This is an optimization exercise on Yosys and OpenROAD, whose aim is small area, not a production implementation. Only simulation tests tie the RTL to the original design; equivalence was not proved.

--- design/flow/design.v ---
`default_nettype none
package pan_tilt_pkg;
	localparam int POS_W = 12;
	typedef logic [POS_W-1:0] pos_t;
	localparam int VEC_W = 18;
	typedef logic signed [VEC_W-1:0] vec_t;
	localparam int ANG_W = 16;
	typedef logic [ANG_W-1:0] ang_t;
	localparam ang_t HALF_TURN    = 16'd32768;
	localparam ang_t QUARTER_TURN = 16'd16384;
	localparam int N_STAGES = 14;
	localparam logic [N_STAGES*ANG_W-1:0] ATAN_TABLE = {
		16'd8192, 16'd4836, 16'd2555, 16'd1297,
		16'd651,  16'd326,  16'd163,  16'd81,
		16'd41,   16'd20,   16'd10,   16'd5,
		16'd3,    16'd1
	};
	localparam logic [15:0] CORDIC_GAIN = 16'd26981;
	localparam int GAIN_FRAC = 14;
	typedef logic [7:0] dmx_t;
	localparam int TILT_SHIFT = 6;
	localparam int LATENCY = 30;
endpackage
`default_nettype wire
`timescale 1ns/1ps
`default_nettype none
module add_rca #(
	parameter int W = 8
) (
	input  logic [W-1:0] a,
	input  logic [W-1:0] b,
	input  logic ci,
	output logic [W-1:0] s
);
	logic [W:0] c;
	assign c[0] = ci;
	for (genvar j = 0; j < W; j++) begin : g_bit
		assign s[j] = a[j] ^ b[j] ^ c[j];
		assign c[j+1] = (a[j] & b[j]) | (c[j] & (a[j] ^ b[j]));
	end
endmodule
module add_bk #(
	parameter int W = 8
) (
	input  logic [W-1:0] a,
	input  logic [W-1:0] b,
	input  logic ci,
	output logic [W-1:0] s
);
	localparam int LG = (W > 32) ? 6 : (W > 16) ? 5 : (W > 8) ? 4 : (W > 4) ? 3 : (W > 2) ? 2 : 1;
	logic [W-1:0] p, g, pp, gg;
	always_comb begin
		p = a ^ b;
		g = a & b;
		g[0] = g[0] | (p[0] & ci);
		pp = p;
		gg = g;
		for (int l = 0; (1 << l) < W; l++) begin
			for (int j = (2 << l) - 1; j < W; j += (2 << l)) begin
				gg[j] = gg[j] | (pp[j] & gg[j - (1 << l)]);
				pp[j] = pp[j] & pp[j - (1 << l)];
			end
		end
		for (int l = LG - 1; l >= 1; l--) begin
			for (int j = (3 << (l - 1)) - 1; j < W; j += (2 << (l - 1))) begin
				if (j - (1 << (l - 1)) >= 0 && ((j + 1) % (2 << (l - 1))) != 0) begin
					gg[j] = gg[j] | (pp[j] & gg[j - (1 << (l - 1))]);
					pp[j] = pp[j] & pp[j - (1 << (l - 1))];
				end
			end
		end
		s = p ^ {gg[W-2:0], ci};
	end
endmodule
module add_sk #(
	parameter int W = 8
) (
	input  logic [W-1:0] a,
	input  logic [W-1:0] b,
	input  logic ci,
	output logic [W-1:0] s
);
	logic [W-1:0] p, g, pp, gg;
	always_comb begin
		p = a ^ b;
		g = a & b;
		g[0] = g[0] | (p[0] & ci);
		pp = p;
		gg = g;
		for (int l = 0; (1 << l) < W; l++) begin
			for (int j = 0; j < W; j++) begin
				if ((j >> l) & 1) begin
					gg[j] = gg[j] | (pp[j] & gg[((j >> l) << l) - 1]);
					pp[j] = pp[j] & pp[((j >> l) << l) - 1];
				end
			end
		end
		s = p ^ {gg[W-2:0], ci};
	end
endmodule
`default_nettype wire
`timescale 1ns/1ps
`default_nettype none
module pan_tilt_top (
	input  logic clk,
	input  logic reset,
	input  logic in_valid,
	input  logic [11:0] x_com,
	input  logic [11:0] y_com,
	input  logic [11:0] x_light,
	input  logic [11:0] y_light,
	input  logic [11:0] height,
	output logic out_valid,
	output logic [7:0] pan,
	output logic [7:0] tilt
);
	logic [0:0] sf_s0;
	logic [11:0] px0_s0;
	logic [12:0] py0_s0;
	logic [12:0] dx_s0;
	logic [12:0] dy_s0;
	logic [11:0] height_r1;
	logic [0:0] sf_r1;
	logic [11:0] px0_r1;
	logic [12:0] py0_r1;
	logic [0:0] pb0_s1;
	logic [12:0] px1_s1;
	logic [12:0] py1_s1;
	logic [0:0] pb1_s1;
	logic [12:0] px2_s1;
	logic [12:0] py2_s1;
	logic [11:0] height_r2;
	logic [0:0] sf_r2;
	logic [0:0] pb0_r2;
	logic [0:0] pb1_r2;
	logic [12:0] px2_r2;
	logic [12:0] py2_r2;
	logic [0:0] pb2_s2;
	logic [13:0] px3_s2;
	logic [11:0] py3_s2;
	logic [0:0] pb3_s2;
	logic [13:0] px4_s2;
	logic [10:0] py4_s2;
	logic [11:0] height_r3;
	logic [0:0] sf_r3;
	logic [0:0] pb0_r3;
	logic [0:0] pb1_r3;
	logic [0:0] pb2_r3;
	logic [0:0] pb3_r3;
	logic [13:0] px4_r3;
	logic [10:0] py4_r3;
	logic [0:0] pb4_s3;
	logic [13:0] px5_s3;
	logic [10:0] py5_s3;
	logic [0:0] pb5_s3;
	logic [13:0] px6_s3;
	logic [9:0] py6_s3;
	logic [11:0] height_r4;
	logic [0:0] sf_r4;
	logic [0:0] pb0_r4;
	logic [0:0] pb1_r4;
	logic [0:0] pb2_r4;
	logic [0:0] pb3_r4;
	logic [0:0] pb4_r4;
	logic [0:0] pb5_r4;
	logic [13:0] px6_r4;
	logic [9:0] py6_r4;
	logic [0:0] pb6_s4;
	logic [13:0] px7_s4;
	logic [8:0] py7_s4;
	logic [0:0] pb7_s4;
	logic [13:0] px8_s4;
	logic [7:0] py8_s4;
	logic [0:0] pb8_s4;
	logic [6:0] py9_s4;
	logic [2:0] pa9_s4;
	logic [13:0] pX_s4;
	logic [11:0] height_r5;
	logic [0:0] sf_r5;
	logic [0:0] pb0_r5;
	logic [0:0] pb1_r5;
	logic [0:0] pb2_r5;
	logic [0:0] pb3_r5;
	logic [0:0] pb4_r5;
	logic [0:0] pb5_r5;
	logic [0:0] pb6_r5;
	logic [0:0] pb7_r5;
	logic [0:0] pb8_r5;
	logic [6:0] py9_r5;
	logic [2:0] pa9_r5;
	logic [13:0] pX_r5;
	logic [12:0] hs_s5;
	logic [26:0] hprod_s5;
	logic [0:0] pb9_s5;
	logic [5:0] py10_s5;
	logic [2:0] pa10_s5;
	logic pc9_s5;
	logic [3:0] plo9_s5;
	logic [0:0] pb10_s5;
	logic [4:0] py11_s5;
	logic [2:0] pa11_s5;
	logic pc10_s5;
	logic [3:0] plo10_s5;
	logic [0:0] pb11_s5;
	logic [4:0] py12_s5;
	logic [2:0] pa12_s5;
	logic pc11_s5;
	logic [3:0] plo11_s5;
	logic [0:0] sf_r6;
	logic [0:0] pb0_r6;
	logic [0:0] pb1_r6;
	logic [0:0] pb2_r6;
	logic [0:0] pb3_r6;
	logic [0:0] pb4_r6;
	logic [0:0] pb5_r6;
	logic [0:0] pb6_r6;
	logic [0:0] pb7_r6;
	logic [0:0] pb8_r6;
	logic [13:0] pX_r6;
	logic [12:0] hs_r6;
	logic [0:0] pb9_r6;
	logic [0:0] pb10_r6;
	logic [0:0] pb11_r6;
	logic [4:0] py12_r6;
	logic [2:0] pa12_r6;
	logic [0:0] pb12_s6;
	logic [3:0] py13_s6;
	logic [2:0] pa13_s6;
	logic pc12_s6;
	logic [3:0] plo12_s6;
	logic [0:0] pb13_s6;
	logic [2:0] pa14_s6;
	logic [13:0] px14_s6;
	logic [13:0] tx1_s6;
	logic [14:0] ty1_s6;
	logic [0:0] sf_r7;
	logic [0:0] pb0_r7;
	logic [0:0] pb1_r7;
	logic [0:0] pb2_r7;
	logic [0:0] pb3_r7;
	logic [0:0] pb4_r7;
	logic [0:0] pb5_r7;
	logic [0:0] pb6_r7;
	logic [0:0] pb7_r7;
	logic [0:0] pb8_r7;
	logic [0:0] pb9_r7;
	logic [0:0] pb10_r7;
	logic [0:0] pb11_r7;
	logic [0:0] pb12_r7;
	logic [0:0] pb13_r7;
	logic [13:0] tx1_r7;
	logic [14:0] ty1_r7;
	logic [7:0] pan_b_s7;
	logic pcsa_s7_1, pcsa_s7_2;
	logic pcsa_s7_3, pcsa_s7_4;
	logic pcsa_s7_5, pcsa_s7_6;
	logic pcsa_s7_7, pcsa_s7_8;
	logic pcsa_s7_9, pcsa_s7_10;
	logic pcsa_s7_11, pcsa_s7_12;
	logic pcsa_s7_13, pcsa_s7_14;
	logic pcsa_s7_15, pcsa_s7_16;
	logic pcsa_s7_17, pcsa_s7_18;
	logic pcsa_s7_19, pcsa_s7_20;
	logic pcsa_s7_21, pcsa_s7_22;
	logic pcsa_s7_23, pcsa_s7_24;
	logic pcsa_s7_25, pcsa_s7_26;
	logic pcsa_s7_27, pcsa_s7_28;
	logic pcsa_s7_29, pcsa_s7_30;
	logic pcsa_s7_31, pcsa_s7_32;
	logic pcsa_s7_33, pcsa_s7_34;
	logic pcsa_s7_35, pcsa_s7_36;
	logic pcsa_s7_37, pcsa_s7_38;
	logic pcsa_s7_39, pcsa_s7_40;
	logic pcsa_s7_41, pcsa_s7_42;
	logic pcsa_s7_43, pcsa_s7_44;
	logic pcsa_s7_45, pcsa_s7_46;
	logic pcsa_s7_47, pcsa_s7_48;
	logic pcsa_s7_49, pcsa_s7_50;
	logic pcsa_s7_51, pcsa_s7_52;
	logic pcsa_s7_53, pcsa_s7_54;
	logic pcsa_s7_55, pcsa_s7_56;
	logic pcsa_s7_57, pcsa_s7_58;
	logic pcsa_s7_59, pcsa_s7_60;
	logic pcsa_s7_61, pcsa_s7_62;
	logic pcsa_s7_63, pcsa_s7_64;
	logic pcsa_s7_65, pcsa_s7_66;
	logic pcsa_s7_67, pcsa_s7_68;
	logic pcsa_s7_69, pcsa_s7_70;
	logic pcsa_s7_71, pcsa_s7_72;
	logic pcsa_s7_73, pcsa_s7_74;
	logic pcsa_s7_75, pcsa_s7_76;
	logic pcsa_s7_77, pcsa_s7_78;
	logic pcsa_s7_79, pcsa_s7_80;
	logic pcsa_s7_81, pcsa_s7_82;
	logic pcsa_s7_83, pcsa_s7_84;
	logic [15:0] pcsa_s7_85, pcsa_s7_86, pcsa_s7_87;
	logic [0:0] tb1_s7;
	logic [14:0] tx2_s7;
	logic [13:0] ty2_s7;
	logic [0:0] tb2_s7;
	logic [14:0] tx3_s7;
	logic [12:0] ty3_s7;
	logic [7:0] pan_b_r8;
	logic [0:0] tb1_r8;
	logic [0:0] tb2_r8;
	logic [14:0] tx3_r8;
	logic [12:0] ty3_r8;
	logic [0:0] tb3_s8;
	logic [14:0] tx4_s8;
	logic [12:0] ty4_s8;
	logic [0:0] tb4_s8;
	logic [14:0] tx5_s8;
	logic [11:0] ty5_s8;
	logic [7:0] pan_b_r9;
	logic [0:0] tb1_r9;
	logic [0:0] tb2_r9;
	logic [0:0] tb3_r9;
	logic [0:0] tb4_r9;
	logic [14:0] tx5_r9;
	logic [11:0] ty5_r9;
	logic [0:0] tb5_s9;
	logic [14:0] tx6_s9;
	logic [10:0] ty6_s9;
	logic [0:0] tb6_s9;
	logic [14:0] tx7_s9;
	logic [9:0] ty7_s9;
	logic [7:0] pan_b_r10;
	logic [0:0] tb1_r10;
	logic [0:0] tb2_r10;
	logic [0:0] tb3_r10;
	logic [0:0] tb4_r10;
	logic [0:0] tb5_r10;
	logic [0:0] tb6_r10;
	logic [14:0] tx7_r10;
	logic [9:0] ty7_r10;
	logic [0:0] tb7_s10;
	logic [14:0] tx8_s10;
	logic [8:0] ty8_s10;
	logic [0:0] tb8_s10;
	logic [7:0] ty9_s10;
	logic [2:0] ta9_s10;
	logic [14:0] tX_s10;
	logic [5:0] tXh9_s10;
	logic [0:0] tXa9_s10;
	logic [2:0] tXl9_s10;
	logic [7:0] pan_b_r11;
	logic [0:0] tb1_r11;
	logic [0:0] tb2_r11;
	logic [0:0] tb3_r11;
	logic [0:0] tb4_r11;
	logic [0:0] tb5_r11;
	logic [0:0] tb6_r11;
	logic [0:0] tb7_r11;
	logic [0:0] tb8_r11;
	logic [7:0] ty9_r11;
	logic [2:0] ta9_r11;
	logic [5:0] tXh9_r11;
	logic [0:0] tXa9_r11;
	logic [2:0] tXl9_r11;
	logic [14:0] tX_s11;
	logic [15:0] tpart_s11;
	logic tpcsa_s11_1, tpcsa_s11_2;
	logic tpcsa_s11_3, tpcsa_s11_4;
	logic tpcsa_s11_5, tpcsa_s11_6;
	logic tpcsa_s11_7, tpcsa_s11_8;
	logic tpcsa_s11_9, tpcsa_s11_10;
	logic tpcsa_s11_11, tpcsa_s11_12;
	logic tpcsa_s11_13, tpcsa_s11_14;
	logic tpcsa_s11_15, tpcsa_s11_16;
	logic tpcsa_s11_17, tpcsa_s11_18;
	logic tpcsa_s11_19, tpcsa_s11_20;
	logic tpcsa_s11_21, tpcsa_s11_22;
	logic tpcsa_s11_23, tpcsa_s11_24;
	logic tpcsa_s11_25, tpcsa_s11_26;
	logic tpcsa_s11_27, tpcsa_s11_28;
	logic tpcsa_s11_29, tpcsa_s11_30;
	logic tpcsa_s11_31, tpcsa_s11_32;
	logic tpcsa_s11_33, tpcsa_s11_34;
	logic tpcsa_s11_35, tpcsa_s11_36;
	logic tpcsa_s11_37, tpcsa_s11_38;
	logic tpcsa_s11_39, tpcsa_s11_40;
	logic tpcsa_s11_41, tpcsa_s11_42;
	logic tpcsa_s11_43, tpcsa_s11_44;
	logic tpcsa_s11_45, tpcsa_s11_46;
	logic tpcsa_s11_47, tpcsa_s11_48;
	logic tpcsa_s11_49, tpcsa_s11_50;
	logic tpcsa_s11_51, tpcsa_s11_52;
	logic tpcsa_s11_53, tpcsa_s11_54;
	logic tpcsa_s11_55, tpcsa_s11_56;
	logic [15:0] tpcsa_s11_57, tpcsa_s11_58, tpcsa_s11_59;
	logic [0:0] tb9_s11;
	logic [6:0] ty10_s11;
	logic [2:0] ta10_s11;
	logic tc9_s11;
	logic [3:0] tlo9_s11;
	logic [0:0] tb10_s11;
	logic [5:0] ty11_s11;
	logic [2:0] ta11_s11;
	logic tc10_s11;
	logic [3:0] tlo10_s11;
	logic [0:0] tb11_s11;
	logic [4:0] ty12_s11;
	logic [2:0] ta12_s11;
	logic tc11_s11;
	logic [3:0] tlo11_s11;
	logic [0:0] tb12_s11;
	logic [4:0] ty13_s11;
	logic tc12_s11;
	logic [3:0] tlo12_s11;
	logic [7:0] pan_b_r12;
	logic [15:0] tpart_r12;
	logic [0:0] tb9_r12;
	logic [0:0] tb10_r12;
	logic [0:0] tb11_r12;
	logic [0:0] tb12_r12;
	logic [4:0] ty13_r12;
	logic [0:0] tb13_s12;
	logic [7:0] tilt_b_s12;
	logic tqcsa_s12_1, tqcsa_s12_2;
	logic tqcsa_s12_3, tqcsa_s12_4;
	logic tqcsa_s12_5, tqcsa_s12_6;
	logic [7:0] tqcsa_s12_7, tqcsa_s12_8, tqcsa_s12_9;
	logic [7:0] tlo_s12;
	logic [8:0] th1_s12;
	logic [8:0] thh_s12;
	logic [12:1] vld;
	assign dx_s0 = {1'b0, x_com} - {1'b0, x_light};
	assign dy_s0 = {1'b0, y_com} - {1'b0, y_light};
	assign sf_s0 = dx_s0[12];
	add_sk #(.W(12)) u_add1 (.a((dx_s0[11:0] ^ {12{dx_s0[12]}})), .b(12'd0), .ci(dx_s0[12]), .s(px0_s0));
	add_sk #(.W(13)) u_add2 (.a((dy_s0 ^ {13{dx_s0[12]}})), .b(13'd0), .ci(dx_s0[12]), .s(py0_s0));
	assign pb0_s1 = ~py0_r1[12];
	add_sk #(.W(13)) u_add3 (.a({1'b0, px0_r1}), .b({1'b0, (py0_r1[11:0] ^ {12{py0_r1[12]}})}), .ci(py0_r1[12]), .s(px1_s1));
	add_sk #(.W(13)) u_add4 (.a(py0_r1), .b(({1'b0, px0_r1[11:0]} ^ {13{~py0_r1[12]}})), .ci(~py0_r1[12]), .s(py1_s1));
	assign pb1_s1 = ~py1_s1[12];
	add_sk #(.W(13)) u_add5 (.a(px1_s1), .b({2'b0, (py1_s1[11:1] ^ {11{py1_s1[12]}})}), .ci(py1_s1[12]), .s(px2_s1));
	add_sk #(.W(13)) u_add6 (.a(py1_s1), .b(({1'b0, px1_s1[12:1]} ^ {13{~py1_s1[12]}})), .ci(~py1_s1[12]), .s(py2_s1));
	assign pb2_s2 = ~py2_r2[12];
	add_sk #(.W(14)) u_add7 (.a({1'b0, px2_r2}), .b({4'b0, (py2_r2[11:2] ^ {10{py2_r2[12]}})}), .ci(py2_r2[12]), .s(px3_s2));
	add_sk #(.W(12)) u_add8 (.a(py2_r2[11:0]), .b(({1'b0, px2_r2[12:2]} ^ {12{~py2_r2[12]}})), .ci(~py2_r2[12]), .s(py3_s2));
	assign pb3_s2 = ~py3_s2[11];
	add_sk #(.W(14)) u_add9 (.a(px3_s2), .b({6'b0, (py3_s2[10:3] ^ {8{py3_s2[11]}})}), .ci(py3_s2[11]), .s(px4_s2));
	add_sk #(.W(11)) u_add10 (.a(py3_s2[10:0]), .b((px3_s2[13:3] ^ {11{~py3_s2[11]}})), .ci(~py3_s2[11]), .s(py4_s2));
	assign pb4_s3 = ~py4_r3[10];
	add_sk #(.W(14)) u_add11 (.a(px4_r3), .b({8'b0, (py4_r3[9:4] ^ {6{py4_r3[10]}})}), .ci(py4_r3[10]), .s(px5_s3));
	add_sk #(.W(11)) u_add12 (.a(py4_r3), .b(({1'b0, px4_r3[13:4]} ^ {11{~py4_r3[10]}})), .ci(~py4_r3[10]), .s(py5_s3));
	assign pb5_s3 = ~py5_s3[10];
	add_sk #(.W(14)) u_add13 (.a(px5_s3), .b({9'b0, (py5_s3[9:5] ^ {5{py5_s3[10]}})}), .ci(py5_s3[10]), .s(px6_s3));
	add_sk #(.W(10)) u_add14 (.a(py5_s3[9:0]), .b(({1'b0, px5_s3[13:5]} ^ {10{~py5_s3[10]}})), .ci(~py5_s3[10]), .s(py6_s3));
	assign pb6_s4 = ~py6_r4[9];
	add_sk #(.W(14)) u_add15 (.a(px6_r4), .b({11'b0, (py6_r4[8:6] ^ {3{py6_r4[9]}})}), .ci(py6_r4[9]), .s(px7_s4));
	add_sk #(.W(9)) u_add16 (.a(py6_r4[8:0]), .b(({1'b0, px6_r4[13:6]} ^ {9{~py6_r4[9]}})), .ci(~py6_r4[9]), .s(py7_s4));
	assign pb7_s4 = ~py7_s4[8];
	add_sk #(.W(14)) u_add17 (.a(px7_s4), .b({13'b0, (py7_s4[7:7] ^ {1{py7_s4[8]}})}), .ci(py7_s4[8]), .s(px8_s4));
	add_sk #(.W(8)) u_add18 (.a(py7_s4[7:0]), .b(({1'b0, px7_s4[13:7]} ^ {8{~py7_s4[8]}})), .ci(~py7_s4[8]), .s(py8_s4));
	assign pb8_s4 = ~py8_s4[7];
	assign pX_s4 = px8_s4;
	assign pa9_s4 = {2'b0, py8_s4[7]};
	add_sk #(.W(7)) u_add19 (.a(py8_s4[6:0]), .b(({1'b0, px8_s4[13:8]} ^ {7{~py8_s4[7]}})), .ci(~py8_s4[7]), .s(py9_s4));
	assign hprod_s5 = height_r5 * 15'd26981;
	assign hs_s5 = hprod_s5[26:14];
	assign pb9_s5 = ~py9_r5[6];
	assign pa10_s5 = pa9_r5 + {2'b0, py9_r5[6]};
	assign plo9_s5 = {1'b0, pX_r5[2:0]} + {1'b0, pa9_r5};
	assign pc9_s5 = (&pX_r5[8:3]) & plo9_s5[3];
	add_sk #(.W(6)) u_add20 (.a(py9_r5[5:0]), .b(({1'b0, pX_r5[13:9]} ^ {6{~py9_r5[6]}})), .ci(~(pc9_s5 ^ py9_r5[6])), .s(py10_s5));
	assign pb10_s5 = ~py10_s5[5];
	assign pa11_s5 = pa10_s5 + {2'b0, py10_s5[5]};
	assign plo10_s5 = {1'b0, pX_r5[2:0]} + {1'b0, pa10_s5};
	assign pc10_s5 = (&pX_r5[9:3]) & plo10_s5[3];
	add_sk #(.W(5)) u_add21 (.a(py10_s5[4:0]), .b(({1'b0, pX_r5[13:10]} ^ {5{~py10_s5[5]}})), .ci(~(pc10_s5 ^ py10_s5[5])), .s(py11_s5));
	assign pb11_s5 = ~py11_s5[4];
	assign pa12_s5 = pa11_s5 + {2'b0, py11_s5[4]};
	assign plo11_s5 = {1'b0, pX_r5[2:0]} + {1'b0, pa11_s5};
	assign pc11_s5 = (&pX_r5[10:3]) & plo11_s5[3];
	add_sk #(.W(5)) u_add22 (.a(py11_s5), .b(({2'b0, pX_r5[13:11]} ^ {5{~py11_s5[4]}})), .ci(~(pc11_s5 ^ py11_s5[4])), .s(py12_s5));
	assign pb12_s6 = ~py12_r6[4];
	assign pa13_s6 = pa12_r6 + {2'b0, py12_r6[4]};
	assign plo12_s6 = {1'b0, pX_r6[2:0]} + {1'b0, pa12_r6};
	assign pc12_s6 = (&pX_r6[11:3]) & plo12_s6[3];
	add_sk #(.W(4)) u_add23 (.a(py12_r6[3:0]), .b(({2'b0, pX_r6[13:12]} ^ {4{~py12_r6[4]}})), .ci(~(pc12_s6 ^ py12_r6[4])), .s(py13_s6));
	assign pb13_s6 = ~py13_s6[3];
	assign pa14_s6 = pa13_s6 + {2'b0, py13_s6[3]};
	add_sk #(.W(14)) u_add24 (.a(pX_r6), .b({11'b0, pa14_s6}), .ci(1'b0), .s(px14_s6));
	add_sk #(.W(14)) u_add25 (.a(px14_s6), .b({1'b0, hs_r6}), .ci(1'b0), .s(tx1_s6));
	add_sk #(.W(15)) u_add26 (.a({1'b0, px14_s6}), .b(~{2'b0, hs_r6}), .ci(1'b1), .s(ty1_s6));
	assign pcsa_s7_1 = pb2_r7 ^ pb3_r7;
	assign pcsa_s7_2 = pb2_r7 & pb3_r7;
	assign pcsa_s7_3 = pcsa_s7_1 ^ pb4_r7 ^ pb6_r7;
	assign pcsa_s7_4 = (pcsa_s7_1 & pb4_r7) | (pcsa_s7_1 & pb6_r7) | (pb4_r7 & pb6_r7);
	assign pcsa_s7_5 = pb7_r7 ^ pb8_r7;
	assign pcsa_s7_6 = pb7_r7 & pb8_r7;
	assign pcsa_s7_7 = pcsa_s7_2 ^ pb2_r7 ^ pb4_r7;
	assign pcsa_s7_8 = (pcsa_s7_2 & pb2_r7) | (pcsa_s7_2 & pb4_r7) | (pb2_r7 & pb4_r7);
	assign pcsa_s7_9 = pb5_r7 ^ pb6_r7;
	assign pcsa_s7_10 = pb5_r7 & pb6_r7;
	assign pcsa_s7_11 = pb1_r7 ^ pb5_r7;
	assign pcsa_s7_12 = pb1_r7 & pb5_r7;
	assign pcsa_s7_13 = pcsa_s7_3 ^ pcsa_s7_5 ^ pb11_r7;
	assign pcsa_s7_14 = (pcsa_s7_3 & pcsa_s7_5) | (pcsa_s7_3 & pb11_r7) | (pcsa_s7_5 & pb11_r7);
	assign pcsa_s7_15 = pcsa_s7_4 ^ pcsa_s7_6 ^ pcsa_s7_7;
	assign pcsa_s7_16 = (pcsa_s7_4 & pcsa_s7_6) | (pcsa_s7_4 & pcsa_s7_7) | (pcsa_s7_6 & pcsa_s7_7);
	assign pcsa_s7_17 = pcsa_s7_9 ^ pb10_r7;
	assign pcsa_s7_18 = pcsa_s7_9 & pb10_r7;
	assign pcsa_s7_19 = pcsa_s7_8 ^ pcsa_s7_10 ^ pcsa_s7_11;
	assign pcsa_s7_20 = (pcsa_s7_8 & pcsa_s7_10) | (pcsa_s7_8 & pcsa_s7_11) | (pcsa_s7_10 & pcsa_s7_11);
	assign pcsa_s7_21 = pb9_r7 ^ pb11_r7 ^ 1'b1;
	assign pcsa_s7_22 = (pb9_r7 & pb11_r7) | (pb9_r7 & 1'b1) | (pb11_r7 & 1'b1);
	assign pcsa_s7_23 = pcsa_s7_12 ^ pb2_r7 ^ pb4_r7;
	assign pcsa_s7_24 = (pcsa_s7_12 & pb2_r7) | (pcsa_s7_12 & pb4_r7) | (pb2_r7 & pb4_r7);
	assign pcsa_s7_25 = pb8_r7 ^ pb10_r7 ^ 1'b1;
	assign pcsa_s7_26 = (pb8_r7 & pb10_r7) | (pb8_r7 & 1'b1) | (pb10_r7 & 1'b1);
	assign pcsa_s7_27 = pb2_r7 ^ pb3_r7 ^ pb7_r7;
	assign pcsa_s7_28 = (pb2_r7 & pb3_r7) | (pb2_r7 & pb7_r7) | (pb3_r7 & pb7_r7);
	assign pcsa_s7_29 = pb9_r7 ^ 1'b1;
	assign pcsa_s7_30 = pb9_r7 & 1'b1;
	assign pcsa_s7_31 = pb1_r7 ^ pb2_r7 ^ pb6_r7;
	assign pcsa_s7_32 = (pb1_r7 & pb2_r7) | (pb1_r7 & pb6_r7) | (pb2_r7 & pb6_r7);
	assign pcsa_s7_33 = pb8_r7 ^ 1'b1;
	assign pcsa_s7_34 = pb8_r7 & 1'b1;
	assign pcsa_s7_35 = pb1_r7 ^ pb2_r7 ^ pb5_r7;
	assign pcsa_s7_36 = (pb1_r7 & pb2_r7) | (pb1_r7 & pb5_r7) | (pb2_r7 & pb5_r7);
	assign pcsa_s7_37 = pb7_r7 ^ 1'b1;
	assign pcsa_s7_38 = pb7_r7 & 1'b1;
	assign pcsa_s7_39 = pb1_r7 ^ pb2_r7 ^ pb4_r7;
	assign pcsa_s7_40 = (pb1_r7 & pb2_r7) | (pb1_r7 & pb4_r7) | (pb2_r7 & pb4_r7);
	assign pcsa_s7_41 = pcsa_s7_13 ^ pb12_r7;
	assign pcsa_s7_42 = pcsa_s7_13 & pb12_r7;
	assign pcsa_s7_43 = pcsa_s7_14 ^ pcsa_s7_15 ^ pcsa_s7_17;
	assign pcsa_s7_44 = (pcsa_s7_14 & pcsa_s7_15) | (pcsa_s7_14 & pcsa_s7_17) | (pcsa_s7_15 & pcsa_s7_17);
	assign pcsa_s7_45 = pcsa_s7_16 ^ pcsa_s7_18 ^ pcsa_s7_19;
	assign pcsa_s7_46 = (pcsa_s7_16 & pcsa_s7_18) | (pcsa_s7_16 & pcsa_s7_19) | (pcsa_s7_18 & pcsa_s7_19);
	assign pcsa_s7_47 = pcsa_s7_20 ^ pcsa_s7_22 ^ pcsa_s7_23;
	assign pcsa_s7_48 = (pcsa_s7_20 & pcsa_s7_22) | (pcsa_s7_20 & pcsa_s7_23) | (pcsa_s7_22 & pcsa_s7_23);
	assign pcsa_s7_49 = pcsa_s7_24 ^ pcsa_s7_26 ^ pcsa_s7_27;
	assign pcsa_s7_50 = (pcsa_s7_24 & pcsa_s7_26) | (pcsa_s7_24 & pcsa_s7_27) | (pcsa_s7_26 & pcsa_s7_27);
	assign pcsa_s7_51 = pcsa_s7_28 ^ pcsa_s7_30 ^ pcsa_s7_31;
	assign pcsa_s7_52 = (pcsa_s7_28 & pcsa_s7_30) | (pcsa_s7_28 & pcsa_s7_31) | (pcsa_s7_30 & pcsa_s7_31);
	assign pcsa_s7_53 = pcsa_s7_32 ^ pcsa_s7_34 ^ pcsa_s7_35;
	assign pcsa_s7_54 = (pcsa_s7_32 & pcsa_s7_34) | (pcsa_s7_32 & pcsa_s7_35) | (pcsa_s7_34 & pcsa_s7_35);
	assign pcsa_s7_55 = pcsa_s7_36 ^ pcsa_s7_38 ^ pcsa_s7_39;
	assign pcsa_s7_56 = (pcsa_s7_36 & pcsa_s7_38) | (pcsa_s7_36 & pcsa_s7_39) | (pcsa_s7_38 & pcsa_s7_39);
	assign pcsa_s7_57 = pcsa_s7_40 ^ pb2_r7 ^ pb3_r7;
	assign pcsa_s7_58 = (pcsa_s7_40 & pb2_r7) | (pcsa_s7_40 & pb3_r7) | (pb2_r7 & pb3_r7);
	assign pcsa_s7_59 = pcsa_s7_41 ^ pb13_r7;
	assign pcsa_s7_60 = pcsa_s7_41 & pb13_r7;
	assign pcsa_s7_61 = pcsa_s7_42 ^ pcsa_s7_43 ^ pb12_r7;
	assign pcsa_s7_62 = (pcsa_s7_42 & pcsa_s7_43) | (pcsa_s7_42 & pb12_r7) | (pcsa_s7_43 & pb12_r7);
	assign pcsa_s7_63 = pcsa_s7_44 ^ pcsa_s7_45 ^ pcsa_s7_21;
	assign pcsa_s7_64 = (pcsa_s7_44 & pcsa_s7_45) | (pcsa_s7_44 & pcsa_s7_21) | (pcsa_s7_45 & pcsa_s7_21);
	assign pcsa_s7_65 = pcsa_s7_46 ^ pcsa_s7_47 ^ pcsa_s7_25;
	assign pcsa_s7_66 = (pcsa_s7_46 & pcsa_s7_47) | (pcsa_s7_46 & pcsa_s7_25) | (pcsa_s7_47 & pcsa_s7_25);
	assign pcsa_s7_67 = pcsa_s7_48 ^ pcsa_s7_49 ^ pcsa_s7_29;
	assign pcsa_s7_68 = (pcsa_s7_48 & pcsa_s7_49) | (pcsa_s7_48 & pcsa_s7_29) | (pcsa_s7_49 & pcsa_s7_29);
	assign pcsa_s7_69 = pcsa_s7_50 ^ pcsa_s7_51 ^ pcsa_s7_33;
	assign pcsa_s7_70 = (pcsa_s7_50 & pcsa_s7_51) | (pcsa_s7_50 & pcsa_s7_33) | (pcsa_s7_51 & pcsa_s7_33);
	assign pcsa_s7_71 = pcsa_s7_52 ^ pcsa_s7_53 ^ pcsa_s7_37;
	assign pcsa_s7_72 = (pcsa_s7_52 & pcsa_s7_53) | (pcsa_s7_52 & pcsa_s7_37) | (pcsa_s7_53 & pcsa_s7_37);
	assign pcsa_s7_73 = pcsa_s7_54 ^ pcsa_s7_55 ^ pb6_r7;
	assign pcsa_s7_74 = (pcsa_s7_54 & pcsa_s7_55) | (pcsa_s7_54 & pb6_r7) | (pcsa_s7_55 & pb6_r7);
	assign pcsa_s7_75 = pcsa_s7_56 ^ pcsa_s7_57 ^ pb5_r7;
	assign pcsa_s7_76 = (pcsa_s7_56 & pcsa_s7_57) | (pcsa_s7_56 & pb5_r7) | (pcsa_s7_57 & pb5_r7);
	assign pcsa_s7_77 = pcsa_s7_58 ^ pb1_r7 ^ pb4_r7;
	assign pcsa_s7_78 = (pcsa_s7_58 & pb1_r7) | (pcsa_s7_58 & pb4_r7) | (pb1_r7 & pb4_r7);
	assign pcsa_s7_79 = pb3_r7 ^ 1'b1;
	assign pcsa_s7_80 = pb3_r7 & 1'b1;
	assign pcsa_s7_81 = pb2_r7 ^ 1'b1;
	assign pcsa_s7_82 = pb2_r7 & 1'b1;
	assign pcsa_s7_83 = pb1_r7 ^ 1'b1;
	assign pcsa_s7_84 = pb1_r7 & 1'b1;
	assign pcsa_s7_85 = {1'b0, pcsa_s7_84, pcsa_s7_82, pcsa_s7_80, pcsa_s7_78, pcsa_s7_76, pcsa_s7_74, pcsa_s7_72, pcsa_s7_70, pcsa_s7_68, pcsa_s7_66, pcsa_s7_64, pcsa_s7_62, pcsa_s7_60, pcsa_s7_59, 1'b1};
	assign pcsa_s7_86 = {1'b0, pb0_r7, pcsa_s7_83, pcsa_s7_81, pcsa_s7_79, pcsa_s7_77, pcsa_s7_75, pcsa_s7_73, pcsa_s7_71, pcsa_s7_69, pcsa_s7_67, pcsa_s7_65, pcsa_s7_63, pcsa_s7_61, 1'b1, 1'b0};
	add_sk #(.W(16)) u_add27 (.a(pcsa_s7_85), .b(pcsa_s7_86), .ci(1'b0), .s(pcsa_s7_87));
	assign pan_b_s7 = {pcsa_s7_87[15] ^ sf_r7, pcsa_s7_87[14:8]};
	assign tb1_s7 = ~ty1_r7[14];
	add_sk #(.W(15)) u_add28 (.a({1'b0, tx1_r7}), .b({2'b0, (ty1_r7[13:1] ^ {13{ty1_r7[14]}})}), .ci(ty1_r7[14]), .s(tx2_s7));
	add_sk #(.W(14)) u_add29 (.a(ty1_r7[13:0]), .b(({1'b0, tx1_r7[13:1]} ^ {14{~ty1_r7[14]}})), .ci(~ty1_r7[14]), .s(ty2_s7));
	assign tb2_s7 = ~ty2_s7[13];
	add_sk #(.W(15)) u_add30 (.a(tx2_s7), .b({4'b0, (ty2_s7[12:2] ^ {11{ty2_s7[13]}})}), .ci(ty2_s7[13]), .s(tx3_s7));
	add_sk #(.W(13)) u_add31 (.a(ty2_s7[12:0]), .b((tx2_s7[14:2] ^ {13{~ty2_s7[13]}})), .ci(~ty2_s7[13]), .s(ty3_s7));
	assign tb3_s8 = ~ty3_r8[12];
	add_sk #(.W(15)) u_add32 (.a(tx3_r8), .b({6'b0, (ty3_r8[11:3] ^ {9{ty3_r8[12]}})}), .ci(ty3_r8[12]), .s(tx4_s8));
	add_sk #(.W(13)) u_add33 (.a(ty3_r8), .b(({1'b0, tx3_r8[14:3]} ^ {13{~ty3_r8[12]}})), .ci(~ty3_r8[12]), .s(ty4_s8));
	assign tb4_s8 = ~ty4_s8[12];
	add_sk #(.W(15)) u_add34 (.a(tx4_s8), .b({7'b0, (ty4_s8[11:4] ^ {8{ty4_s8[12]}})}), .ci(ty4_s8[12]), .s(tx5_s8));
	add_sk #(.W(12)) u_add35 (.a(ty4_s8[11:0]), .b(({1'b0, tx4_s8[14:4]} ^ {12{~ty4_s8[12]}})), .ci(~ty4_s8[12]), .s(ty5_s8));
	assign tb5_s9 = ~ty5_r9[11];
	add_sk #(.W(15)) u_add36 (.a(tx5_r9), .b({9'b0, (ty5_r9[10:5] ^ {6{ty5_r9[11]}})}), .ci(ty5_r9[11]), .s(tx6_s9));
	add_sk #(.W(11)) u_add37 (.a(ty5_r9[10:0]), .b(({1'b0, tx5_r9[14:5]} ^ {11{~ty5_r9[11]}})), .ci(~ty5_r9[11]), .s(ty6_s9));
	assign tb6_s9 = ~ty6_s9[10];
	add_sk #(.W(15)) u_add38 (.a(tx6_s9), .b({11'b0, (ty6_s9[9:6] ^ {4{ty6_s9[10]}})}), .ci(ty6_s9[10]), .s(tx7_s9));
	add_sk #(.W(10)) u_add39 (.a(ty6_s9[9:0]), .b(({1'b0, tx6_s9[14:6]} ^ {10{~ty6_s9[10]}})), .ci(~ty6_s9[10]), .s(ty7_s9));
	assign tb7_s10 = ~ty7_r10[9];
	add_sk #(.W(15)) u_add40 (.a(tx7_r10), .b({13'b0, (ty7_r10[8:7] ^ {2{ty7_r10[9]}})}), .ci(ty7_r10[9]), .s(tx8_s10));
	add_sk #(.W(9)) u_add41 (.a(ty7_r10[8:0]), .b(({1'b0, tx7_r10[14:7]} ^ {9{~ty7_r10[9]}})), .ci(~ty7_r10[9]), .s(ty8_s10));
	assign tb8_s10 = ~ty8_s10[8];
	assign tX_s10 = tx8_s10;
	assign ta9_s10 = {2'b0, ty8_s10[8]};
	add_sk #(.W(8)) u_add42 (.a(ty8_s10[7:0]), .b(({1'b0, tx8_s10[14:8]} ^ {8{~ty8_s10[8]}})), .ci(~ty8_s10[8]), .s(ty9_s10));
	assign tXh9_s10 = tX_s10[14:9];
	assign tXa9_s10 = &tX_s10[8:3];
	assign tXl9_s10 = tX_s10[2:0];
	assign tX_s11 = {tXh9_r11, {6{tXa9_r11}}, tXl9_r11};
	assign tpcsa_s11_1 = tb2_r11 ^ tb3_r11;
	assign tpcsa_s11_2 = tb2_r11 & tb3_r11;
	assign tpcsa_s11_3 = tpcsa_s11_1 ^ tb4_r11 ^ tb6_r11;
	assign tpcsa_s11_4 = (tpcsa_s11_1 & tb4_r11) | (tpcsa_s11_1 & tb6_r11) | (tb4_r11 & tb6_r11);
	assign tpcsa_s11_5 = tpcsa_s11_2 ^ tb2_r11 ^ tb4_r11;
	assign tpcsa_s11_6 = (tpcsa_s11_2 & tb2_r11) | (tpcsa_s11_2 & tb4_r11) | (tb2_r11 & tb4_r11);
	assign tpcsa_s11_7 = tb1_r11 ^ tb2_r11;
	assign tpcsa_s11_8 = tb1_r11 & tb2_r11;
	assign tpcsa_s11_9 = tb1_r11 ^ tb2_r11 ^ tb5_r11;
	assign tpcsa_s11_10 = (tb1_r11 & tb2_r11) | (tb1_r11 & tb5_r11) | (tb2_r11 & tb5_r11);
	assign tpcsa_s11_11 = tb1_r11 ^ tb2_r11;
	assign tpcsa_s11_12 = tb1_r11 & tb2_r11;
	assign tpcsa_s11_13 = tpcsa_s11_3 ^ tb7_r11;
	assign tpcsa_s11_14 = tpcsa_s11_3 & tb7_r11;
	assign tpcsa_s11_15 = tpcsa_s11_4 ^ tpcsa_s11_5 ^ tb5_r11;
	assign tpcsa_s11_16 = (tpcsa_s11_4 & tpcsa_s11_5) | (tpcsa_s11_4 & tb5_r11) | (tpcsa_s11_5 & tb5_r11);
	assign tpcsa_s11_17 = tpcsa_s11_6 ^ tb1_r11 ^ tb5_r11;
	assign tpcsa_s11_18 = (tpcsa_s11_6 & tb1_r11) | (tpcsa_s11_6 & tb5_r11) | (tb1_r11 & tb5_r11);
	assign tpcsa_s11_19 = tb2_r11 ^ tb4_r11 ^ tb8_r11;
	assign tpcsa_s11_20 = (tb2_r11 & tb4_r11) | (tb2_r11 & tb8_r11) | (tb4_r11 & tb8_r11);
	assign tpcsa_s11_21 = tb2_r11 ^ tb3_r11 ^ tb7_r11;
	assign tpcsa_s11_22 = (tb2_r11 & tb3_r11) | (tb2_r11 & tb7_r11) | (tb3_r11 & tb7_r11);
	assign tpcsa_s11_23 = tpcsa_s11_7 ^ tb6_r11 ^ tb8_r11;
	assign tpcsa_s11_24 = (tpcsa_s11_7 & tb6_r11) | (tpcsa_s11_7 & tb8_r11) | (tb6_r11 & tb8_r11);
	assign tpcsa_s11_25 = tpcsa_s11_8 ^ tpcsa_s11_9 ^ tb7_r11;
	assign tpcsa_s11_26 = (tpcsa_s11_8 & tpcsa_s11_9) | (tpcsa_s11_8 & tb7_r11) | (tpcsa_s11_9 & tb7_r11);
	assign tpcsa_s11_27 = tpcsa_s11_10 ^ tpcsa_s11_11 ^ tb4_r11;
	assign tpcsa_s11_28 = (tpcsa_s11_10 & tpcsa_s11_11) | (tpcsa_s11_10 & tb4_r11) | (tpcsa_s11_11 & tb4_r11);
	assign tpcsa_s11_29 = tpcsa_s11_12 ^ tb2_r11 ^ tb3_r11;
	assign tpcsa_s11_30 = (tpcsa_s11_12 & tb2_r11) | (tpcsa_s11_12 & tb3_r11) | (tb2_r11 & tb3_r11);
	assign tpcsa_s11_31 = tpcsa_s11_13 ^ tb8_r11;
	assign tpcsa_s11_32 = tpcsa_s11_13 & tb8_r11;
	assign tpcsa_s11_33 = tpcsa_s11_14 ^ tpcsa_s11_15 ^ tb6_r11;
	assign tpcsa_s11_34 = (tpcsa_s11_14 & tpcsa_s11_15) | (tpcsa_s11_14 & tb6_r11) | (tpcsa_s11_15 & tb6_r11);
	assign tpcsa_s11_35 = tpcsa_s11_16 ^ tpcsa_s11_17 ^ 1'b1;
	assign tpcsa_s11_36 = (tpcsa_s11_16 & tpcsa_s11_17) | (tpcsa_s11_16 & 1'b1) | (tpcsa_s11_17 & 1'b1);
	assign tpcsa_s11_37 = tpcsa_s11_18 ^ tpcsa_s11_19 ^ 1'b1;
	assign tpcsa_s11_38 = (tpcsa_s11_18 & tpcsa_s11_19) | (tpcsa_s11_18 & 1'b1) | (tpcsa_s11_19 & 1'b1);
	assign tpcsa_s11_39 = tpcsa_s11_20 ^ tpcsa_s11_21 ^ 1'b1;
	assign tpcsa_s11_40 = (tpcsa_s11_20 & tpcsa_s11_21) | (tpcsa_s11_20 & 1'b1) | (tpcsa_s11_21 & 1'b1);
	assign tpcsa_s11_41 = tpcsa_s11_22 ^ tpcsa_s11_23 ^ 1'b1;
	assign tpcsa_s11_42 = (tpcsa_s11_22 & tpcsa_s11_23) | (tpcsa_s11_22 & 1'b1) | (tpcsa_s11_23 & 1'b1);
	assign tpcsa_s11_43 = tpcsa_s11_24 ^ tpcsa_s11_25 ^ 1'b1;
	assign tpcsa_s11_44 = (tpcsa_s11_24 & tpcsa_s11_25) | (tpcsa_s11_24 & 1'b1) | (tpcsa_s11_25 & 1'b1);
	assign tpcsa_s11_45 = tpcsa_s11_26 ^ tpcsa_s11_27 ^ tb6_r11;
	assign tpcsa_s11_46 = (tpcsa_s11_26 & tpcsa_s11_27) | (tpcsa_s11_26 & tb6_r11) | (tpcsa_s11_27 & tb6_r11);
	assign tpcsa_s11_47 = tpcsa_s11_28 ^ tpcsa_s11_29 ^ tb5_r11;
	assign tpcsa_s11_48 = (tpcsa_s11_28 & tpcsa_s11_29) | (tpcsa_s11_28 & tb5_r11) | (tpcsa_s11_29 & tb5_r11);
	assign tpcsa_s11_49 = tpcsa_s11_30 ^ tb1_r11 ^ tb4_r11;
	assign tpcsa_s11_50 = (tpcsa_s11_30 & tb1_r11) | (tpcsa_s11_30 & tb4_r11) | (tb1_r11 & tb4_r11);
	assign tpcsa_s11_51 = tb3_r11 ^ 1'b1;
	assign tpcsa_s11_52 = tb3_r11 & 1'b1;
	assign tpcsa_s11_53 = tb2_r11 ^ 1'b1;
	assign tpcsa_s11_54 = tb2_r11 & 1'b1;
	assign tpcsa_s11_55 = tb1_r11 ^ 1'b1;
	assign tpcsa_s11_56 = tb1_r11 & 1'b1;
	assign tpcsa_s11_57 = {1'b1, tpcsa_s11_56, tpcsa_s11_54, tpcsa_s11_52, tpcsa_s11_50, tpcsa_s11_48, tpcsa_s11_46, tpcsa_s11_44, tpcsa_s11_42, tpcsa_s11_40, tpcsa_s11_38, tpcsa_s11_36, tpcsa_s11_34, tpcsa_s11_32, tpcsa_s11_31, 1'b1};
	assign tpcsa_s11_58 = {1'b0, 1'b1, tpcsa_s11_55, tpcsa_s11_53, tpcsa_s11_51, tpcsa_s11_49, tpcsa_s11_47, tpcsa_s11_45, tpcsa_s11_43, tpcsa_s11_41, tpcsa_s11_39, tpcsa_s11_37, tpcsa_s11_35, tpcsa_s11_33, 1'b1, 1'b0};
	add_sk #(.W(16)) u_add43 (.a(tpcsa_s11_57), .b(tpcsa_s11_58), .ci(1'b0), .s(tpcsa_s11_59));
	assign tpart_s11 = tpcsa_s11_59;
	assign tb9_s11 = ~ty9_r11[7];
	assign ta10_s11 = ta9_r11 + {2'b0, ty9_r11[7]};
	assign tlo9_s11 = {1'b0, tX_s11[2:0]} + {1'b0, ta9_r11};
	assign tc9_s11 = (&tX_s11[8:3]) & tlo9_s11[3];
	add_sk #(.W(7)) u_add44 (.a(ty9_r11[6:0]), .b(({1'b0, tX_s11[14:9]} ^ {7{~ty9_r11[7]}})), .ci(~(tc9_s11 ^ ty9_r11[7])), .s(ty10_s11));
	assign tb10_s11 = ~ty10_s11[6];
	assign ta11_s11 = ta10_s11 + {2'b0, ty10_s11[6]};
	assign tlo10_s11 = {1'b0, tX_s11[2:0]} + {1'b0, ta10_s11};
	assign tc10_s11 = (&tX_s11[9:3]) & tlo10_s11[3];
	add_sk #(.W(6)) u_add45 (.a(ty10_s11[5:0]), .b(({1'b0, tX_s11[14:10]} ^ {6{~ty10_s11[6]}})), .ci(~(tc10_s11 ^ ty10_s11[6])), .s(ty11_s11));
	assign tb11_s11 = ~ty11_s11[5];
	assign ta12_s11 = ta11_s11 + {2'b0, ty11_s11[5]};
	assign tlo11_s11 = {1'b0, tX_s11[2:0]} + {1'b0, ta11_s11};
	assign tc11_s11 = (&tX_s11[10:3]) & tlo11_s11[3];
	add_sk #(.W(5)) u_add46 (.a(ty11_s11[4:0]), .b(({1'b0, tX_s11[14:11]} ^ {5{~ty11_s11[5]}})), .ci(~(tc11_s11 ^ ty11_s11[5])), .s(ty12_s11));
	assign tb12_s11 = ~ty12_s11[4];
	assign tlo12_s11 = {1'b0, tX_s11[2:0]} + {1'b0, ta12_s11};
	assign tc12_s11 = (&tX_s11[11:3]) & tlo12_s11[3];
	add_sk #(.W(5)) u_add47 (.a(ty12_s11), .b(({2'b0, tX_s11[14:12]} ^ {5{~ty12_s11[4]}})), .ci(~(tc12_s11 ^ ty12_s11[4])), .s(ty13_s11));
	assign tb13_s12 = ~ty13_r12[4];
	assign tqcsa_s12_1 = tb11_r12 ^ tb12_r12;
	assign tqcsa_s12_2 = tb11_r12 & tb12_r12;
	assign tqcsa_s12_3 = tb10_r12 ^ tb12_r12;
	assign tqcsa_s12_4 = tb10_r12 & tb12_r12;
	assign tqcsa_s12_5 = tb9_r12 ^ tb11_r12;
	assign tqcsa_s12_6 = tb9_r12 & tb11_r12;
	assign tqcsa_s12_7 = {1'b0, 1'b0, tb9_r12, tqcsa_s12_6, tqcsa_s12_4, tqcsa_s12_2, tqcsa_s12_1, 1'b0};
	assign tqcsa_s12_8 = {1'b0, 1'b0, 1'b0, tb10_r12, tqcsa_s12_5, tqcsa_s12_3, tb13_s12, 1'b0};
	add_sk #(.W(8)) u_add48 (.a(tqcsa_s12_7), .b(tqcsa_s12_8), .ci(1'b0), .s(tqcsa_s12_9));
	assign tlo_s12 = {1'b0, tpart_r12[6:0]} + tqcsa_s12_9[7:0];
	assign th1_s12 = tpart_r12[15:7] + 1'b1;
	assign thh_s12 = tlo_s12[7] ? th1_s12 : tpart_r12[15:7];
	assign tilt_b_s12 = thh_s12[8] ? 8'd0 : thh_s12[7] ? 8'd255 : {thh_s12[6:0], tlo_s12[6:6]};
	always_ff @(posedge clk) begin
		if (reset) vld <= '0;
		else vld <= {vld[11:1], in_valid};
	end
	always_ff @(posedge clk) begin
		height_r1 <= height;
		sf_r1 <= sf_s0;
		px0_r1 <= px0_s0;
		py0_r1 <= py0_s0;
		height_r2 <= height_r1;
		sf_r2 <= sf_r1;
		pb0_r2 <= pb0_s1;
		pb1_r2 <= pb1_s1;
		px2_r2 <= px2_s1;
		py2_r2 <= py2_s1;
		height_r3 <= height_r2;
		sf_r3 <= sf_r2;
		pb0_r3 <= pb0_r2;
		pb1_r3 <= pb1_r2;
		pb2_r3 <= pb2_s2;
		pb3_r3 <= pb3_s2;
		px4_r3 <= px4_s2;
		py4_r3 <= py4_s2;
		height_r4 <= height_r3;
		sf_r4 <= sf_r3;
		pb0_r4 <= pb0_r3;
		pb1_r4 <= pb1_r3;
		pb2_r4 <= pb2_r3;
		pb3_r4 <= pb3_r3;
		pb4_r4 <= pb4_s3;
		pb5_r4 <= pb5_s3;
		px6_r4 <= px6_s3;
		py6_r4 <= py6_s3;
		height_r5 <= height_r4;
		sf_r5 <= sf_r4;
		pb0_r5 <= pb0_r4;
		pb1_r5 <= pb1_r4;
		pb2_r5 <= pb2_r4;
		pb3_r5 <= pb3_r4;
		pb4_r5 <= pb4_r4;
		pb5_r5 <= pb5_r4;
		pb6_r5 <= pb6_s4;
		pb7_r5 <= pb7_s4;
		pb8_r5 <= pb8_s4;
		py9_r5 <= py9_s4;
		pa9_r5 <= pa9_s4;
		pX_r5 <= pX_s4;
		sf_r6 <= sf_r5;
		pb0_r6 <= pb0_r5;
		pb1_r6 <= pb1_r5;
		pb2_r6 <= pb2_r5;
		pb3_r6 <= pb3_r5;
		pb4_r6 <= pb4_r5;
		pb5_r6 <= pb5_r5;
		pb6_r6 <= pb6_r5;
		pb7_r6 <= pb7_r5;
		pb8_r6 <= pb8_r5;
		pX_r6 <= pX_r5;
		hs_r6 <= hs_s5;
		pb9_r6 <= pb9_s5;
		pb10_r6 <= pb10_s5;
		pb11_r6 <= pb11_s5;
		py12_r6 <= py12_s5;
		pa12_r6 <= pa12_s5;
		sf_r7 <= sf_r6;
		pb0_r7 <= pb0_r6;
		pb1_r7 <= pb1_r6;
		pb2_r7 <= pb2_r6;
		pb3_r7 <= pb3_r6;
		pb4_r7 <= pb4_r6;
		pb5_r7 <= pb5_r6;
		pb6_r7 <= pb6_r6;
		pb7_r7 <= pb7_r6;
		pb8_r7 <= pb8_r6;
		pb9_r7 <= pb9_r6;
		pb10_r7 <= pb10_r6;
		pb11_r7 <= pb11_r6;
		pb12_r7 <= pb12_s6;
		pb13_r7 <= pb13_s6;
		tx1_r7 <= tx1_s6;
		ty1_r7 <= ty1_s6;
		pan_b_r8 <= pan_b_s7;
		tb1_r8 <= tb1_s7;
		tb2_r8 <= tb2_s7;
		tx3_r8 <= tx3_s7;
		ty3_r8 <= ty3_s7;
		pan_b_r9 <= pan_b_r8;
		tb1_r9 <= tb1_r8;
		tb2_r9 <= tb2_r8;
		tb3_r9 <= tb3_s8;
		tb4_r9 <= tb4_s8;
		tx5_r9 <= tx5_s8;
		ty5_r9 <= ty5_s8;
		pan_b_r10 <= pan_b_r9;
		tb1_r10 <= tb1_r9;
		tb2_r10 <= tb2_r9;
		tb3_r10 <= tb3_r9;
		tb4_r10 <= tb4_r9;
		tb5_r10 <= tb5_s9;
		tb6_r10 <= tb6_s9;
		tx7_r10 <= tx7_s9;
		ty7_r10 <= ty7_s9;
		pan_b_r11 <= pan_b_r10;
		tb1_r11 <= tb1_r10;
		tb2_r11 <= tb2_r10;
		tb3_r11 <= tb3_r10;
		tb4_r11 <= tb4_r10;
		tb5_r11 <= tb5_r10;
		tb6_r11 <= tb6_r10;
		tb7_r11 <= tb7_s10;
		tb8_r11 <= tb8_s10;
		ty9_r11 <= ty9_s10;
		ta9_r11 <= ta9_s10;
		tXh9_r11 <= tXh9_s10;
		tXa9_r11 <= tXa9_s10;
		tXl9_r11 <= tXl9_s10;
		pan_b_r12 <= pan_b_r11;
		tpart_r12 <= tpart_s11;
		tb9_r12 <= tb9_s11;
		tb10_r12 <= tb10_s11;
		tb11_r12 <= tb11_s11;
		tb12_r12 <= tb12_s11;
		ty13_r12 <= ty13_s11;
	end
	assign out_valid = vld[12];
	assign pan = pan_b_r12;
	assign tilt = tilt_b_s12;
endmodule
`default_nettype wire
--- design/flow/constraint.sdc ---
create_clock -name core_clock -period 5.0 [get_ports {clk}]
set_input_delay 1.0000 -clock core_clock [delete_from_list [all_inputs] [get_ports {clk}]]
set_output_delay 1.0000 -clock core_clock [all_outputs]
set_load 0.01 [all_outputs]
--- design/flow/flow/abc_area.script ---
strash
dch
amap
topo
stime -c
buffer -c
upsize -c
dnsize -c
--- design/flow/config.mk ---
export PLATFORM = sky130hd
export DESIGN_NAME = pan_tilt_top
export DESIGN_NICKNAME = pan_tilt_top
export VERILOG_FILES = /design/flow/design.v
export SDC_FILE = /design/flow/constraint.sdc
export NUM_CORES = 4
export LEC_CHECK = 0
export ABC_AREA = 1
export CAP_MARGIN = 20
export CORE_MARGIN = 2
export CORE_UTILIZATION = 40
export SLEW_MARGIN = 20
--- design/flow/standard.sh ---
#!/bin/bash
# synth_recipe.tcl (not shown) runs the flow's synth.tcl, then flattens the netlist and writes it again
# the make line also repeats each setting of config.mk as NAME=value (left out here)
make -C /OpenROAD-flow-scripts/flow DESIGN_CONFIG=/design/flow/config.mk WORK_HOME=/design/flow/orfs CLKGATE_MAP_FILE= SYNTH_SCRIPT=/design/flow/synth_recipe.tcl "${@:-finish}"
--- design/flow/flow/run.sh ---
#!/bin/bash
set -euo pipefail
here=$(pwd)
rm -rf "$here/synth_scripts"
cp -r "$FLOW_HOME/scripts" "$here/synth_scripts"
cp "$here/flow/abc_area.script" "$here/synth_scripts/abc_area.script"
bash standard.sh SCRIPTS_DIR="$here/synth_scripts" ADDER_MAP_FILE= synth > flow_synth.log 2>&1
bash standard.sh ADDER_MAP_FILE= finish > flow_make.log 2>&1
==> results of run 1 <==
## final timing paths
path	startpoint	to	depth (start not counted)
max	py0_r1[12]	py2_r2[11]	46
min	height_r4[2]	height_r5[2]	0
max reg2reg	py0_r1[12]	py2_r2[11]	46
min reg2reg	height_r4[2]	height_r5[2]	0
## cell families (layout without fill, tap and decap cells)
kind of cell    Yosys count  after routing  synth area share, %
flops                   490            490                 34.6
simple gates           1582           1582                 21.9
buf+inv                 485           1761                 6.58
xor+xnor                  4              4                0.124
compound gates         1802           1802                 36.8
## critical path, delay by kind of cell (launching register included)
family	cells	cell delay [ns]
flip-flops	1	0.40
AND/OR/NAND/NOR	18	1.86
buffers and inverters	5	0.52
AO/OA/AOI/OAI	23	2.86
## metal layers
metal | GRT usage [%] | vias to the layer above | part of all wire [%]
li1 | - | 17600 | -
met1 | 26.0 | 14900 | 44
met2 | 37.9 | 537 | 50
met3 | 2.44 | 185 | 3.3
met4 | 6.03 | 0 | 2.7
met5 | 0 | - | 0
## flip-flops by register name, summed over array words and instances, names as in the netlist, 14 cells and up
signal,flops
px6_r4,14
px4_r3,14
tpart_r12,15
ty1_r7,15
pX_r5,14
tx3_r8,15
tx7_r10,15
pX_r6,14
tx5_r9,15
## area by class of cell
cell class	count	share of cell area, %
inverter	428	3.70
multi-input combinational	3388	45.2
timing repair buffer	1230	22.2
sequential	490	21.9
clock buffer	70	3.42
clock inverter	33	1.02
tap	940	2.61
## what timing repair did
item | 4_1_cts | 5_1_grt
endpoints found under the setup margin | 84 | 163
pin swaps | 213 | 365
gates resized for setup | 449 | 903
setup buffers | 378 | 209
## stage by stage
step | cell area [sq um] | instances | setup WS (ns) | TNS (ns)
final | 45100 | 6579 | -0.769 | -21.88
after global routing | 45100 | 6579 | -1.15 | -56.72
after CTS | 41500 | 6476 | -0.565 | -12.45
after detailed placement | 35300 | 6000 | -0.632 | -27.24
after global placement | 35300 | 6000 | -0.527 | -18.12
after floorplan | 28600 | 4363 | -0.0683 | -0.108
## placed cells by master, fill, tap and decap left out, types with 29 or more instances in the layout
cell               n
nor2b_1           29
o22ai_1          160
nand2_1          630
o22ai_2           35
nor2_2            90
buf_4            998
o21ai_1           63
buf_6            149
inv_2             72
o21ai_0          422
dfxtp_1          440
nor2_1           529
a21oi_1          401
clkbuf_16         56
o21a_1           226
dfxtp_2           43
o21ai_4           36
o22ai_4           30
o21ai_2          148
nor2_4            54
clkdlybuf4s50_1   71
inv_1            333
nand2_2          160
a21oi_2          132
==> summary.txt, run 1 <==
Run status
  – Outcome: failed layout checks
  – Layout check failures: negative setup slack

Synth
  – Netlist cell types: 73
  – Synth Flop Type: dfxtp_1
  – Net Count, Synth: 4426
  – Synthesized flop and latch total: 490
  – Sequential area share after synthesis: 34.6%
  – Post-synth top area share: 34.6%
  – Synth Instances: 4363
  – Syn Area/Cell: 6.50 sq um
  – Yosys warnings: 14
  – Post-synth top cells: 805 x nand2_1, 671 x nor2_1, 584 x o21ai_0
  – Count leader, synth: nand2_1
  – Fraction of registers with async set/reset: 0%
  – Cell taking the most area after synthesis: dfxtp_1
  – Synthesized area: 28400 sq um
  – Area contributors post-synth: dfxtp_1 35%, nand2_1 11%, o21ai_0 10%
  – EDFF count, synth: 0

Route
  – Routed len/inst: 13.2 um
  – Drt first pass iters: 5
  – Iter 0 DRT Violations: 1595
  – Via density: 5.05
  – Routed vias: approximately 33000
  – Number of remaining DRC errors: 0
  – Routed Antenna Nets: 0
  – Total wire length: 86.6 mm

Place
  – Port bufs: 79
  – Post-DP HPWL: ~55 mm
  – Gpl congestion: 0.867

Floorplanning
  – Core box area: ~70000 sq um
  – Initial Util: between 40% and 50%
  – Die ar.: 73000 sq um
  – Die W: 270 um
  – Height of the die: 270 um
  – I/O pins: 80
  – Row count: 97

CTS
  – CTS Buf Count: 55
  – Clock sink count: 490
  – Hold_buf cts: 0
  – Root Driver: clkbuf_16
  – H-tree Lvls: 2
  – CTS tree: built
  – Clock Path Buffers: 3
  – Clock Pin Slew Worst Setup and Hold Paths: 0.06 ns
  – Clock latency (worst-skew pair): roughly 0.62 ns

Timing
  – Final critical-path share of the clock period: 115%
  – RSZ-0062 raised after global routing: yes
  – Final hold vios: 0
  – Final setup vio count: 62
  – Worst Max-Slew Pin Slew: 1.00 ns
  – Slew headroom: 32.3%
  – F_max: 0.173 GHz
  – Clock skew: around 0.026 ns
  – Hold Worst Slack: 0.321 ns
  – Max-slew violation count: 0
  – Final Critical Period: 5.77 ns
  – Setup WS post-layout: -0.769 ns

Finish
  – # fillers: 5940
  – Area growth syn-to-layout: 59.0%
  – Final Util: roughly 64%
  – Reg area: 9890 sq um
  – Nets@finish: 5656
  – Antenna fix cells: 0
  – Multi-input logic area: 20400 sq um
  – Fraction of layout cells with a size suffix above 1: 39.0%

Worst setup path
  – Worst Setup End Kind: register
  – CP dominant cell by count: o21ai_2
  – Reg2reg setup slack: -0.77 ns
  – Arrival time worst endpoint: between 6 and 7 ns
  – Crit path required time: 5.50 ns
  – Crit start category: register
  – Critical path fanouts, max: 7
  – Crit path largest cell delay: 0.40 ns
  – Slowest CP cell: dfxtp_4
  – Crit Path Class: reg2reg

Global route
  – Total GRT Usage: 20.9%
  – First-pass GRT wire length: around 130 mm
  – Number of global-route vias before repair: 29700
  – Total grt overflow: 0
  – Largest net degree at the start of global routing: 29
  – Initial antenna violation count: 0

Hold path
  – Worst min path class: reg2reg

Flow run
  – Reported max-cap violation count: 0
==> run 2: changes to the inputs <==
==> design/flow/flow/abc_area.script (replaced) <==
strash
dch
map -a
topo
stime -c
buffer -c
upsize -c
dnsize -c
==> run 2 against run 1 <==
Compared with the run above: the layout still fails its checks (negative setup slack); synthesized cell count rose by 6.5%; routed wire length down 14%; critical endpoint is now tx1_r7[13]; global-route usage down 3.5 points; register-to-register slack better by 0.07 ns; sequential share of layout area grew 0.73 points; clock-buffer cell count increased by 2; via count decreased by 13%; die area rose by 12%.
==> summary.txt, run 2 <==
Synth
  – Synth Instances: approximately 4600
  – Netlist cell types: 70
  – Sequential area share after synthesis: 30.7%
  – Area contributors post-synth: dfxtp_1 31%, xor2_1 17%, nor2_1 10%
  – EDFF count, synth: 0
  – Cell taking the most area after synthesis: dfxtp_1
  – Post-synth top area share: 30.7%
  – Synth Flop Type: dfxtp_1
  – Fraction of registers with async set/reset: 0%
  – Count leader, synth: nor2_1
  – Post-synth top cells: 846 x nor2_1, 786 x nand2_1, 744 x inv_1
  – Synthesized flop and latch total: 490
  – Yosys warnings: 14
  – Net Count, Synth: 4708
  – Syn Area/Cell: about 7 sq um
  – Synthesized area: between 30000 and 40000 sq um

Finish
  – Nets@finish: 5527
  – Final instance area: 43600 sq um
  – Most frequent cells in the layout: 759 x nor2_1, 721 x nand2_1, 718 x inv_1
  – Fraction of layout cells with a size suffix above 1: 26.1%
  – Multi-input logic area: 21100 sq um
  – Reg area: 9870 sq um
  – Commonest non-fill, non-tap cell in the layout: nor2_1
  – Antenna fix cells: 0
  – # fillers: 7308
  – Area growth syn-to-layout: 36.5%

CTS
  – CTS Buf Count: 55
  – Clock Pin Slew Worst Setup and Hold Paths: 0.07 ns
  – Root Driver: clkbuf_16
  – Clock latency (worst-skew pair): 0.62 ns
  – CTS tree: built
  – Clock Path Buffers: 3
  – Clock sink count: 490
  – H-tree Lvls: 2
  – Hold_buf cts: 0

Timing
  – Final critical-path share of the clock period: 114%
  – Final hold vios: 0
  – Final setup vio count: 32
  – Worst Max-Slew Pin Slew: 0.730 ns
  – Setup WS post-layout: -0.699 ns
  – Slew headroom: around 50%
  – F_max: 0.175 GHz
  – Max-slew violation count: 0
  – Final Critical Period: 5.70 ns
  – Clock skew: 0.0241 ns
  – RSZ-0062 raised after global routing: yes

Place
  – Port bufs: 79
  – Post-DP HPWL: 56.1 mm
  – Gpl congestion: between 0.8 and 0.9
  – Pre-CTS WS: -0.554 ns
  – Area of placed instances: about 38000 sq um

Route
  – Via density: 4.42
  – Drt first pass iters: 5
  – Iter 0 DRT Violations: just under 900
  – Number of remaining DRC errors: 0
  – Total wire length: 74.5 mm
  – Routed len/inst: 11.4 um
  – Routed Antenna Nets: 0
  – Routed vias: 29000

Worst setup path
  – Crit path required time: ~5.5 ns
  – Crit Path Class: reg2reg
  – Crit start category: register
  – Crit path largest cell delay: 0.57 ns
  – Worst Setup End Kind: register
  – Critical path fanouts, max: 3
  – CP dominant cell by count: nor2_4
  – Arrival time worst endpoint: 6.19 ns
  – Slowest CP cell: or4_4

Floorplanning
  – I/O pins: 80
  – Row count: roughly 100
  – Initial Util: about two fifths
  – Die ar.: roughly 82000 sq um
  – Core box area: approximately 79000 sq um
  – Height of the die: 286 um
  – Die W: 286 um

Global route
  – First-pass GRT wire length: 121 mm
  – Initial antenna violation count: 0
  – Total GRT Usage: 17.5%
  – Total grt overflow: 0
  – Largest net degree at the start of global routing: 18
  – Number of global-route vias before repair: 27200

Hold path
  – Worst min path class: reg2reg

Flow run
  – Reported max-cap violation count: 0

Run status
  – Outcome: failed layout checks
  – Layout check failures: negative setup slack
[run 2: final timing paths]
check | from | end | slack (ns) | cells after the start
max | pa12_r6[1] | tx1_r7[13] | -0.70 | 40
min | pan_b_r9[0] | pan_b_r10[0] | 0.32 | 0
min reg2reg | pan_b_r9[0] | pan_b_r10[0] | 0.32 | 0
max reg2reg | pa12_r6[1] | tx1_r7[13] | -0.70 | 40
[run 2: stage by stage]
step	utilization (%)	hold slack, ns	setup TNS, ns	instances
floorplan	-	0.310	-1.25	4645
global placement	48.1	0.310	-4.37	6258
detailed placement	48.1	0.312	-8.26	6258
CTS	52.6	0.325	-6.62	6513
global route	55.1	0.328	-25.36	6561
finish	55.1	0.321	-9.45	6561
[run 2: repair_timing]
item                       CTS  global route
gates resized for setup    133           443
setup endpoints to repair   63           124
setup buffers              155            74
pin swaps                   85           193
[run 2: metal layers]
metal / wire length, um / GRT usage [%] / vias up
li1: - / - / 15700
met1: 32400 / 20.2 / 12900
met2: 38900 / 33.8 / 261
met3: 1750 / 1.95 / 105
met4: 1480 / 4.16 / 0
met5: 0 / 0 / -
[run 2: final cells by class]
| type | count | share of cell area, % |
|---|---|---|
| clock buffers | 72 | 3.52 |
| well taps | 1050 | 3.02 |
| repair buffers | 799 | 14.7 |
| multi-input cells | 3353 | 48.6 |
| inverters | 765 | 6.62 |
| clock inverters | 32 | 0.925 |
| flip-flops and latches | 490 | 22.7 |
[run 2: cell families after synthesis]
group,share of synthesized area [%]
mux,0.102
xor+xnor,24.6
fa+ha+maj,1.66
simple gates,25.2
compound gates,8.08
buf+inv,9.55
flops,30.7
[run 2: critical path: cells and delay by family, from the launching register on]
| kind | cells | cell delay [ns] |
|---|---|---|
| fa+ha+maj | 1 | 0.33 |
| compound gates | 9 | 0.94 |
| xor+xnor | 3 | 0.51 |
| flops | 1 | 0.37 |
| buf+inv | 1 | 0.04 |
| simple gates | 26 | 3.39 |

[static timing again, ports no longer ideal]
How much do the figures lean on ideal ports? The routed layouts below were timed once more, with nothing changed but the port constraints. Step 1 (the two cells are an assumption about what drives the block):
set clk [get_ports {clk}]
set_driving_cell -lib_cell sky130_fd_sc_hd__clkbuf_16 $clk
set_driving_cell -lib_cell sky130_fd_sc_hd__buf_2 [delete_from_list [all_inputs] $clk]
Step 2 times the ports against the registers' clock, not the clock port: input delays grow and output delays shrink by t, the midpoint of the rising clock arrivals with the driver on. a / b / c = no drivers / after step 1 / after step 2; a / b = the first two.
| run | t (ns) | setup WS [ns] | worst slew at a driven data input, ns |
|---|---|---|---|
| run 1 | 0.669 | -0.769 / -0.769 / -0.769 | 0.04 |
| run 2 | 0.671 | -0.699 / -0.699 / -0.699 | 0.07 |
